Source: an optimization exercise on an open RTL-to-GDS flow (aim: a short achievable clock period and few clock cycles per item). Production flows keep margins and buffers that such runs may drop. The RTL was checked by simulation tests, not by an equivalence proof against the original design. No activity file was given, so power comes from the tool's default toggle rates.

==> inputs of job 6655 <==
## pipeline_cpu
module pipeline_cpu #(
    parameter bit USE_BTB  = 1'b0,
    parameter int BTB_BITS = 4,
    parameter int BHT_BITS = 6,
    parameter bit F_JUMP   = 1'b1,
    parameter bit F_BR     = 1'b1,
    parameter int F_BR_BITS = 8
) (
    input  wire                 clock,
    input  wire                 arst_n,
    output cpu_pkg::word_t      address_imem,
    input  cpu_pkg::word_t      q_imem,
    output cpu_pkg::word_t      address_dmem,
    output cpu_pkg::word_t      data,
    output logic                wren,
    input  cpu_pkg::word_t      q_dmem,
    output logic                ctrl_write_enable,
    output cpu_pkg::reg_addr_t  ctrl_write_reg,
    output cpu_pkg::reg_addr_t  ctrl_read_reg_a,
    output cpu_pkg::reg_addr_t  ctrl_read_reg_b,
    output cpu_pkg::word_t      data_write_reg,
    input  cpu_pkg::word_t      data_read_reg_a,
    input  cpu_pkg::word_t      data_read_reg_b
);
    localparam logic [4:0] OP_ALU = 5'd0, OP_J = 5'd1, OP_BNE = 5'd2, OP_JAL = 5'd3,
                           OP_JR = 5'd4, OP_ADDI = 5'd5, OP_BLT = 5'd6, OP_SW = 5'd7,
                           OP_LW = 5'd8;
    localparam int NBTB = 1 << BTB_BITS;
    localparam int NBHT = 1 << BHT_BITS;
    localparam logic [1:0] K_JUMP = 2'd0, K_BR = 2'd1, K_RET = 2'd2;
    logic [31:0] pc;
    logic [31:0] ras;           
    logic [NBTB-1:0]                      btb_v;
  ...
make LEC_CHECK=0 CAP_MARGIN=20 CORE_MARGIN=2 CORE_UTILIZATION=40 PLACE_DENSITY=0.6 SETUP_SLACK_MARGIN=5 SLEW_MARGIN=20 SYNTH_HIERARCHICAL=1 SYNTH_MINIMUM_KEEP_SIZE=0 finish   # period 8.5 ns
run.sh (not shown) runs the stock make flow with config.mk's settings and CLKGATE_MAP_FILE= SYNTH_SCRIPT=/design/flow/synth_recipe.tcl, a recipe that flattens the netlist after the stock synthesis.
==> job 4557 (differences from job 6655) <==
--- a/flow/design.v
+++ b/flow/design.v
@@ -176,15 +176,15 @@
     assign f_opc      = q_imem[31:27];
     assign f_dec_jump = F_JUMP && ((f_opc == OP_J) || (f_opc == OP_JAL));
     assign f_dec_jr   = F_JUMP && (f_opc == OP_JR);
     assign f_dec_br   = F_BR && ((f_opc == OP_BNE) || (f_opc == OP_BLT)) &&
                         (q_imem[16:0] != 17'd0) && f_bht && f_near;
     assign f_dec      = f_dec_jump || f_dec_jr || f_dec_br;
     near_target #(.NB(F_BR_BITS)) u_near_target (
-        .base   (pc_plus1),
+        .base   (pc),
         .imm    (q_imem[16:0]),
         .target (f_btarget),
         .near   (f_near)
     );
     assign f_next = f_dec_jump ? {5'd0, q_imem[26:0]} :
                     f_dec_jr   ? ras :
                     f_dec_br   ? f_btarget : f_seq;
@@ -426,15 +426,15 @@
 ) (
     input  wire [31:0] base,
     input  wire [16:0] imm,
     output wire [31:0] target,
     output wire        near
 );
     wire [NB:0] lo;
-    assign lo     = {1'b0, base[NB-1:0]} + {1'b0, imm[NB-1:0]};
+    assign lo     = {1'b0, base[NB-1:0]} + {1'b0, imm[NB-1:0]} + {{NB{1'b0}}, 1'b1};
     assign near   = (imm[16:NB-1] == {(18-NB){imm[16]}}) && (lo[NB] == imm[16]);
     assign target = {base[31:NB], lo[NB-1:0]};
 endmodule
 module branch_compare (
     input  wire [31:0] xm_o,
     input  wire [31:0] mw_data,
     input  wire [31:0] dx_a,
==> flow/flow/run.sh (new file) <==
#!/bin/bash
# The standard layout (standard.sh, unchanged synthesis and steps),
# with plain buffers on the ports instead of the delay cells buffer_ports
# picks by default, and the setup repair aimed a little further.
# Each tool's full output stays in orfs/logs; make's own output goes to
# standard.log here.
set -euo pipefail
bash standard.sh \
    'BUFFER_PORTS_ARGS=-buffer_cell sky130_fd_sc_hd__buf_4' \
    SETUP_SLACK_MARGIN=5.5 \
    finish > standard.log 2>&1
==> flow/standard.sh (new file) <==
#!/bin/bash
# synth_recipe.tcl (not shown) runs the flow's synth.tcl, then flattens the netlist and writes it again
# the make line also repeats each setting of config.mk as NAME=value (left out here)
make -C /OpenROAD-flow-scripts/flow DESIGN_CONFIG=/design/flow/config.mk WORK_HOME=/design/flow/orfs CLKGATE_MAP_FILE= SYNTH_SCRIPT=/design/flow/synth_recipe.tcl "${@:-finish}"
- SETUP_SLACK_MARGIN: 5 -> unset
removed: flow/run.sh
==> notes.md <==
* Non-clk bufs at between 700 and 800
* NetSw at 0.00451 W
* Routed wl met3 at 18400 µm
* Status: timing/DRC/antenna clean
* # nets final at 6001
* Die height at ~340 µm
* Final core utilization at 0.512
* Synth Area in Compound Gates at 0.214
* Grt met1 use at 0.411
* Sw frac at 0.363
* Met3 Use GR at 0.0705
* WL/cell at about 27 µm
* Multi-input gate share of the layout cell area at 0.497
* Data required, critical path at slightly above 9 ns
the above is filed under job 4557

==> notes.md <==
* Status: timing/DRC/antenna clean
* NetSw at 0.00448 W
* Multi-input gate share of the layout cell area at 0.509
* # nets final at 5828
* WL/cell at 26.0 µm
* Routed wl met3 at between 20000 and 25000 µm
* Grt met1 use at 0.432
* Synth Area in Compound Gates at 0.204
* Data required, critical path at roughly 9 ns
* Final core utilization at 0.489
* Sw frac at 0.358
* Non-clk bufs at 524
the above is filed under job 6655

Testbench counts of job 6655, summed over its fixed seeds: cycles 10,423, instrs 9,364.
Testbench counts of job 4557, summed over its fixed seeds: cycles 10,423, instrs 9,364.


==> inputs of 03-19 <==
pipeline_cpu, a different RTL version from the one above (not shown whole).
make LEC_CHECK=0 CAP_MARGIN=20 CORE_MARGIN=2 CORE_UTILIZATION=40 PLACE_DENSITY=0.6 SETUP_SLACK_MARGIN=5 SLEW_MARGIN=20 SYNTH_HIERARCHICAL=1 SYNTH_MINIMUM_KEEP_SIZE=0 finish   # period 8.5 ns
Stock flow here: none of the scripts above is used.
==> inputs of 12-18, as changes to 03-19 <==
--- a/flow/design.v
+++ b/flow/design.v
@@ -102,79 +102,57 @@
     input  cpu_pkg::word_t      data_read_reg_a,
     input  cpu_pkg::word_t      data_read_reg_b
 );
     localparam logic [4:0] OP_ALU = 5'd0, OP_J = 5'd1, OP_BNE = 5'd2, OP_JAL = 5'd3,
                            OP_JR = 5'd4, OP_ADDI = 5'd5, OP_BLT = 5'd6, OP_SW = 5'd7,
                            OP_LW = 5'd8;
     logic [31:0] pc;
     logic [31:0] ras;           
-    localparam int BHT_BITS = 6;
-    logic [1:0]  bht [0:(1<<BHT_BITS)-1];
-    logic        fd_pred;
-    logic        dx_pred;
-    logic [BHT_BITS-1:0] dx_bidx;
-    logic [BHT_BITS-1:0] fd_bidx;
     logic        fd_valid;
     logic [31:0] fd_ir;
     logic [31:0] fd_pc1;
     logic [31:0] fd_jr_pred;
     logic [4:0]  fd_rb;
     logic [31:0] dx_a, dx_b, dx_sd;
     logic        dx_a_m, dx_a_w, dx_b_m, dx_b_w, dx_s_m, dx_s_w;
     logic        dx_add, dx_sub, dx_and, dx_or, dx_sll, dx_sra;
     logic [4:0]  dx_sh;
     logic        dx_wr, dx_lw, dx_sw, dx_dmfwd;
     logic [4:0]  dx_rd;
-    logic        dx_br, dx_bne;
+    logic        dx_br, dx_bne, dx_pred;
     logic        dx_jr;
     logic [31:0] dx_alt;        
     logic [31:0] dx_jr_pred;
     logic [31:0] xm_o, xm_sd;
     logic        xm_wr, xm_lw, xm_sw, xm_dmfwd;
     logic [4:0]  xm_rd;
     logic [31:0] mw_data;
     logic        mw_wr;
     logic [4:0]  mw_rd;
     logic [31:0] pc_plus1;
     logic [4:0]  f_opc;
     logic        f_jump, f_jal, f_jr;
     logic [31:0] f_next;
-    logic        f_br;
-    logic [14:0] hi_inc, hi_dec;
-    logic [31:0] f_btarget;
     logic [4:0]  f_rb;
     assign address_imem = pc;
     assign pc_plus1     = pc + 32'd1;
     assign f_opc        = q_imem[31:27];
     assign f_jump       = (f_opc == OP_J) || (f_opc == OP_JAL);
     assign f_jal        = (f_opc == OP_JAL);
     assign f_jr         = (f_opc == OP_JR);
-    logic f_bht;
-    assign f_bht        = bht[pc[BHT_BITS-1:0]][1];
-    assign f_br         = ((f_opc == OP_BNE) || (f_opc == OP_BLT)) && (q_imem[16:0] != 17'd0) && f_bht;
-    assign hi_inc       = pc_plus1[31:17] + 15'd1;
-    assign hi_dec       = pc_plus1[31:17] - 15'd1;
-    branch_target u_branch_target (
-        .base   (pc_plus1),
-        .hi_inc (hi_inc),
-        .hi_dec (hi_dec),
-        .imm    (q_imem[16:0]),
-        .target (f_btarget)
-    );
     assign f_next       = f_jump ? {5'd0, q_imem[26:0]} :
-                          f_jr   ? ras :
-                          f_br   ? f_btarget : pc_plus1;
+                          f_jr   ? ras : pc_plus1;
     assign f_rb = ((f_opc == OP_SW) || (f_opc == OP_BNE) || (f_opc == OP_JR) || (f_opc == OP_BLT))
                   ? q_imem[26:22] : q_imem[16:12];
     logic [4:0]  d_opc, d_rd, d_rs, d_rt, d_fn, d_dest;
     logic        d_alu, d_addi, d_lw, d_sw, d_bne, d_blt, d_jal, d_jr;
     logic        d_rd_rs, d_rd_rt, d_rd_b, d_use_imm, d_wr;
-    logic [31:0] d_imm;
-    logic        d_br, stall;
+    logic [31:0] d_imm, d_btarget;
+    logic        d_br, d_pred, d_redirect, stall;
     logic [4:0]  d_bsrc;
     assign d_opc  = fd_ir[31:27];
     assign d_rd   = fd_ir[26:22];
     assign d_rs   = fd_ir[21:17];
     assign d_rt   = fd_ir[16:12];
     assign d_fn   = fd_ir[6:2];
     assign d_imm  = {{15{fd_ir[16]}}, fd_ir[16:0]};
     assign d_alu  = fd_valid && (d_opc == OP_ALU);
@@ -193,17 +171,20 @@
     assign d_bsrc    = d_alu ? d_rt : d_rd;
     assign d_use_imm = d_addi || d_lw || d_sw;
     assign d_dest    = d_jal ? 5'd31 : d_rd;
     assign d_wr      = (d_alu || d_addi || d_lw || d_jal) && (d_dest != 5'd0);
     assign stall = dx_lw && (
                    (d_rd_rs && (d_rs == dx_rd)) ||
                    (d_rd_rt && (d_rt == dx_rd)) ||
                    (d_rd_b  && (d_rd == dx_rd)));
+    assign d_btarget  = fd_pc1 + d_imm;
     assign d_br       = (d_bne || d_blt) && (fd_ir[16:0] != 17'd0);
+    assign d_pred     = d_br;
+    assign d_redirect = d_pred && !stall;
     logic [31:0] w_data;
     logic [31:0] opa, opb, sd;
     logic [31:0] sum, diff, res, shl, shr;
     logic        ne, lt, x_taken, x_mis;
     logic [31:0] x_target;
     assign w_data = mw_data;
     assign opa = dx_a_m ? xm_o : dx_a_w ? w_data : dx_a;
     assign opb = dx_b_m ? xm_o : dx_b_w ? w_data : dx_b;
@@ -233,54 +214,48 @@
     always_ff @(posedge clock or negedge arst_n) begin
         if (!arst_n) begin
             pc         <= '0;
             ras        <= '0;
             fd_valid   <= 1'b0;
             fd_ir      <= '0;
             fd_pc1     <= '0;
             fd_jr_pred <= '0;
-            fd_pred <= 1'b0; fd_bidx <= '0;
-            for (int i = 0; i < (1<<BHT_BITS); i++) bht[i] <= 2'd2;
             fd_rb      <= '0;
         end else begin
             if (x_mis) begin
                 pc       <= x_target;
                 fd_valid <= 1'b0;
+            end else if (d_redirect) begin
+                pc       <= d_btarget;
+                fd_valid <= 1'b0;
             end else if (!stall) begin
                 pc       <= f_next;
                 fd_valid <= 1'b1;
             end
             if (!stall) begin
                 fd_ir      <= q_imem;
                 fd_pc1     <= pc_plus1;
                 fd_jr_pred <= ras;
-                fd_pred    <= f_bht;
-                fd_bidx    <= pc[BHT_BITS-1:0];
                 fd_rb      <= f_rb;
             end
-            if (dx_br) begin
-                if (x_taken && bht[dx_bidx] != 2'd3) bht[dx_bidx] <= bht[dx_bidx] + 2'd1;
-                if (!x_taken && bht[dx_bidx] != 2'd0) bht[dx_bidx] <= bht[dx_bidx] - 2'd1;
-            end
-            if (!x_mis && !stall && f_jal)
+            if (!x_mis && !d_redirect && !stall && f_jal)
                 ras <= pc_plus1;
         end
     end
     always_ff @(posedge clock or negedge arst_n) begin
         if (!arst_n) begin
             dx_a <= '0; dx_b <= '0; dx_sd <= '0;
             dx_a_m <= 1'b0; dx_a_w <= 1'b0; dx_b_m <= 1'b0; dx_b_w <= 1'b0;
             dx_s_m <= 1'b0; dx_s_w <= 1'b0;
             dx_add <= 1'b0; dx_sub <= 1'b0; dx_and <= 1'b0; dx_or <= 1'b0;
             dx_sll <= 1'b0; dx_sra <= 1'b0; dx_sh <= '0;
             dx_wr <= 1'b0; dx_lw <= 1'b0; dx_sw <= 1'b0; dx_dmfwd <= 1'b0; dx_rd <= '0;
-            dx_br <= 1'b0; dx_bne <= 1'b0; dx_jr <= 1'b0;
+            dx_br <= 1'b0; dx_bne <= 1'b0; dx_pred <= 1'b0; dx_jr <= 1'b0;
             dx_alt <= '0; dx_jr_pred <= '0;
-            dx_pred <= 1'b0; dx_bidx <= '0;
         end else begin
             dx_a  <= d_jal ? fd_pc1 : data_read_reg_a;
             dx_b  <= d_use_imm ? d_imm : d_jal ? 32'd0 : data_read_reg_b;
             dx_sd <= data_read_reg_b;
             dx_a_m <= d_rd_rs && dx_wr && (dx_rd == d_rs);
             dx_a_w <= d_rd_rs && xm_wr && (xm_rd == d_rs);
             dx_b_m <= (d_rd_rt || d_rd_b) && dx_wr && (dx_rd == d_bsrc);
             dx_b_w <= (d_rd_rt || d_rd_b) && xm_wr && (xm_rd == d_bsrc);
@@ -291,19 +266,18 @@
             dx_sub <= d_alu && (d_fn == 5'd1);
             dx_and <= d_alu && (d_fn == 5'd2);
             dx_or  <= d_alu && (d_fn == 5'd3);
             dx_sll <= d_alu && (d_fn == 5'd4);
             dx_sra <= d_alu && (d_fn == 5'd5);
             dx_sh  <= fd_ir[11:7];
             dx_rd  <= d_dest;
             dx_bne <= d_bne;
-            dx_alt <= fd_pred ? fd_pc1 : (fd_pc1 + d_imm);
-            dx_pred <= fd_pred;
-            dx_bidx <= fd_bidx;
+            dx_pred <= d_pred;
+            dx_alt <= d_pred ? fd_pc1 : d_btarget;
             dx_jr_pred <= fd_jr_pred;
             if (x_mis || stall) begin
                 dx_wr <= 1'b0; dx_lw <= 1'b0; dx_sw <= 1'b0; dx_br <= 1'b0; dx_jr <= 1'b0;
             end else begin
                 dx_wr <= d_wr; dx_lw <= d_lw; dx_sw <= d_sw; dx_br <= d_br; dx_jr <= d_jr;
             end
         end
     end
@@ -322,21 +296,8 @@
             xm_rd    <= dx_rd;
             mw_data  <= xm_lw ? q_dmem : xm_o;
             mw_wr    <= xm_wr;
             mw_rd    <= xm_rd;
         end
     end
 endmodule
 `default_nettype wire
-module branch_target (
-    input  wire [31:0] base,
-    input  wire [14:0] hi_inc,
-    input  wire [14:0] hi_dec,
-    input  wire [16:0] imm,
-    output wire [31:0] target
-);
-    wire [17:0] lo;
-    assign lo     = {1'b0, base[16:0]} + {1'b0, imm};
-    assign target = {(lo[17] == imm[16]) ? base[31:17] :
-                     lo[17] ? hi_inc : hi_dec, lo[16:0]};
-endmodule
-`default_nettype wire
Settings changed: SETUP_SLACK_MARGIN 5 to not set, SYNTH_HIERARCHICAL 1 to not set, SYNTH_MINIMUM_KEEP_SIZE 0 to not set.
==> qor summary <==
item                                                                            12-18               03-19
Total wire length after detailed routing                                     121.9 mm            207.0 mm
Measured slew at the worst slew-check pin                                    1.112 ns            1.237 ns
Result of the run                                            timing/DRC/antenna clean  timing/DRC/antenna clean
Synth warnings                                                                      1                   8
Sequential cell area share                                                     31.86%              28.37%
Initial antenna violation count                                                     6                  12
Reported sequential group power                                               3.40 mW             4.28 mW
Initial Utilization                                                            40.55%              40.37%
Number of combinational gates with multiple inputs                               2606                3468
Clock network fraction of design power                                          29.5%               23.0%
Fin nets                                                                         3899                5294
DRC violation total after the first TritonRoute iteration                        2903                5246
Tot Pwr                                                                      9.111 mW            13.76 mW
Fraction of post-synthesis cell area in the top cell type by area              37.76%              32.58%
Routing usage on met3                                                          5.394%              11.48%
Leak pwr                                                                     15.79 nW            23.48 nW
Longest individual stage delay on the worst path                              0.83 ns             0.61 ns
CP Capture Point                                                   ras[5]$_DFFE_PN0P_  xm_o[30]$_DFF_PN0_
RSZ-0062 raised after global routing                                               no                 yes
Combinational group power                                                     3.02 mW             6.32 mW
Number of buffers outside the clock class in the layout                           337                 613
Floorplan die width                                                          282.2 um            327.2 um
Multi-input gate share of the layout cell area                                 48.84%              49.96%
Worst path bufs/invs                                                                2                   3
Clock insertion delay at the later pin of the skew report                     0.63 ns             0.68 ns
Testbench counts of 03-19, summed over its fixed seeds: cycles 10,170, instrs 9,364.
Testbench counts of 12-18, summed over its fixed seeds: cycles 11,461, instrs 9,364.

[port drivers added, routing unchanged]
No port has a modelled driver above. Below, the same layouts with a new extraction and two added sets of constraints. Step 1: set_driving_cell puts a clkbuf_16 on clock and a buf_2 on each other input, an assumption about the parent block. Step 2 times the ports against the registers' clock, not the clock port: input delays grow and output delays shrink by t, the midpoint of the rising clock arrivals with the driver on. Slacks: no drivers / after step 1 / after step 2; pairs: no drivers / after step 1.
run	t (ns)	slack for setup (ns)	hold slack, ns	clock arrival spread, ns	pins driven straight from the clock port
job 6655	0.729	4.716 / 4.716 / 4.057	0.323 / 0.323 / 0.323	0.060 / 0.060	1
job 4557	0.748	4.705 / 4.714 / 3.966	0.327 / 0.327 / 0.327	0.066 / 0.066	1
03-19	0.745	3.919 / 3.919 / 3.459	0.348 / 0.348 / 0.348	0.040 / 0.040	1
12-18	0.680	2.349 / 2.349 / 2.349	0.350 / 0.350 / 0.350	0.021 / 0.021	1
After both steps setup and hold are still met in every run listed. For job 4557, which loses most, drivers alone change the setup slack by +0.009 ns; drivers and shift together by -0.739 ns.
